From an optimization exercise on the open Yosys and OpenROAD flow, aimed at small area, a short achievable clock period and few clock cycles per item; shortcuts taken in it are not production practice. The RTL was checked by simulation tests, not by an equivalence proof against the original design. Power and IR drop assume default switching activity.

Design execTop, start of the top module:
module execTop (
	input logic clk,
	input logic rst,
	input logic start,
	input logic [2:0] op,  
	input logic [31:0] opA,
	input logic [31:0] opB,
	output logic [31:0] result,
	output logic neq,
	output logic lt,
	output logic done,
	output logic busy
);
Size in the first run: ~2,300 cells after synthesis, about 0.017 mm2 of cells after synthesis.
clock: 6.0 ns
lec_check: 0
abc_area: 1
cap_margin: 20
core_margin: 2
core_utilization: 40
setup_slack_margin: 2.6
slew_margin: 20
run.sh (not shown) runs the stock make flow with config.mk's settings and CLKGATE_MAP_FILE= SYNTH_SCRIPT=/design/flow/synth_recipe.tcl, a recipe that flattens the netlist after the stock synthesis.
The starting point passed the timing, design-rule and antenna checks.
Testbench counts at the start, summed over its fixed seeds: cycles 15,655, ops 12,000.
Rerun with:
- CTS_BUF_LIST: default -> sky130_fd_sc_hd__clkbuf_4 sky130_fd_sc_hd__clkbuf_8
- SETUP_SLACK_MARGIN: 2.6 -> 3.0
The changed run completed with no timing, DRC or antenna violations.
Clock-buffer cell count is unchanged.
Hold slack improves by 0.0065 ns.
Wire length rises by 3.5%.
Core utilization rises by 1.2 points.
Rerun with:
- PLACE_DENSITY: default -> 0.75
What happened: The changed run ran to the end with no violations; wire length fell by a few percent; count of clock-buffer cells in the layout fell by 2; synthesized cell count stays the same.
Rerun with:
- CTS_BUF_LIST: sky130_fd_sc_hd__clkbuf_4 sky130_fd_sc_hd__clkbuf_8 -> default
- PLACE_DENSITY: 0.75 -> default
- TNS_END_PERCENT: default -> 5
Effect:
- design area came out lower by 2.2%
- maximum frequency came out lower by 7.0%
- global-route usage came out higher by 1.1 points
- count of clock-buffer cells in the layout came out higher by 2
- wire length came out higher by 0.84%
- area after synthesis does not change
- setup slack got worse by 0.22 ns
- total power came out higher by 3.8%
- die area does not change
- flip-flop and latch count stays the same
Rerun with:
- SETUP_SLACK_MARGIN: 3.0 -> 3.3
- TNS_END_PERCENT: 5 -> default
Result:
- clock-buffer cell count came out lower by 1
- combinational power rose by 9.4%
- sequential power is about the same
- critical path depth rises by 1

## P
Starting RTL as in the previous note.
Design execTop, start of the top module:
module execTop (
	input logic clk,
	input logic rst,
	input logic start,
	input logic [2:0] op,  
	input logic [31:0] opA,
	input logic [31:0] opB,
	output logic [31:0] result,
	output logic neq,
	output logic lt,
	output logic done,
	output logic busy
);
	execPkg::word_t latA;
	execPkg::word_t latB;
	logic [2:0] latOp;
	logic [execPkg::mulDigits-1:0] digOne;
	logic [execPkg::mulDigits-1:0] digTwo;
	logic [execPkg::mulDigits-1:0] digNeg;
	execPkg::word_t aluSum;
	execPkg::word_t aluCarry;
	logic aluCin;
	logic aluNeq;
	logic aluLt;
	execPkg::word_t nextSum;
	execPkg::word_t nextCarry;
	execPkg::word_t accSum;
	execPkg::word_t accCarry;
	logic firstStep;
	execControl control (
		.clk(clk),
		.rst(rst),
		.start(start),
		.op(op),
		.opA(opA),
		.opB(opB),
		.latA(latA),
		.latB(latB),
		.latOp(latOp),
		.digOne(digOne),
		.digTwo(digTwo),
		.digNeg(digNeg),
		.aluSum(aluSum),
		.aluCarry(aluCarry),
		.aluCin(aluCin),
		.aluNeq(aluNeq),
		.aluLt(aluLt),
		.nextSum(nextSum),
		.nextCarry(nextCarry),
		.accSum(accSum),
		.accCarry(accCarry),
		.firstStep(firstStep),
		.result(result),
		.neq(neq),
		.lt(lt),
		.done(done),
		.busy(busy)
	);
	aluUnit alu (
		.opA(latA),
		.opB(latB),
		.op(latOp),
		.aluSum(aluSum),
		.aluCarry(aluCarry),
		.aluCin(aluCin),
		.aluNeq(aluNeq),
		.aluLt(aluLt)
	);
	mulUnit mul (
		.mcand(latA),
		.digOne(digOne),
		.digTwo(digTwo),
		.digNeg(digNeg),
		.accSum(firstStep ? '0 : accSum),
		.accCarry(firstStep ? '0 : accCarry),
		.nextSum(nextSum),
		.nextCarry(nextCarry)
	);
endmodule
clock: 6.0 ns
lec_check: 0
abc_area: 1
cap_margin: 20
core_margin: 2
core_utilization: 40
setup_slack_margin: 3.0
slew_margin: 20
Testbench counts of P, summed over its fixed seeds: cycles 15,655, ops 12,000.
For Q, these inputs were changed with respect to P:
Settings: putting CTS_CLUSTER_SIZE at 40 where nothing was set; putting CTS_CLUSTER_DIAMETER at 100 where nothing was set.
--- outcome ---
- Wire length of the first global-routing pass came out exactly the same in Q and P.
- Utilization: Q vs P identical
- P -> Q: pin slew with the least headroom to its limit delta 0, exact match
Here is what was changed in the inputs of R compared with Q.
Settings: clearing CTS_CLUSTER_SIZE, which used to be 40; clearing CTS_CLUSTER_DIAMETER, which used to be 100; swapping 40 for 55 in CORE_UTILIZATION.
Notes after the runs:
In R, the number of optimization iterations in the first detailed-route pass came out 3 above the value in Q. Delta (R minus Q): worst setup slack fell by 0.054 ns; length of routed met2 wiring lower; routed length on met1 now smaller. Routed wire length for R: about 4.3% down relative to Q. Q → R: sequential standard cell area higher, minimum clock period shows an increase of 0.054 ns, proportion of power drawn by combinational gates down 0.5 points. On detailed-route wire length per cell, Q tracks R almost exactly.

## afterwards: timing with drivers on the ports
The flow's constraints put no driver on any port. The routed layouts listed below were extracted and timed again, unchanged, in two steps. Step 1 (the two cells are an assumption about what drives the block):
set clk [get_ports {clk}]
set_driving_cell -lib_cell sky130_fd_sc_hd__clkbuf_16 $clk
set_driving_cell -lib_cell sky130_fd_sc_hd__buf_2 [delete_from_list [all_inputs] $clk]
Step 2 moves the port delays by t, midway between the first and last clock arrival at a register: inputs arrive t later, outputs are due t later. That takes back most of the time a late clock gives input paths. Three values: no drivers, after step 1, after step 2; two values: the first two.
run | t, ns | setup WS [ns] | pins driven straight from the clock port
the first run of note 1 | 0.553 | 2.708 / 2.708 / 2.672 | 1
the second run of note 1 | 0.635 | 2.999 / 2.999 / 2.648 | 1
the third run of note 1 | 0.560 | 3.045 / 3.045 / 2.774 | 1
the fourth run of note 1 | 0.555 | 2.823 / 2.823 / 2.675 | 1
the fifth run of note 1 | 0.557 | 3.194 / 3.194 / 3.076 | 1
P | 0.554 | 3.046 / 3.046 / 2.625 | 1
Q | 0.554 | 3.046 / 3.046 / 2.625 | 1
R | 0.524 | 2.992 / 2.992 / 2.992 | 1
After both steps every run listed still meets setup and hold.
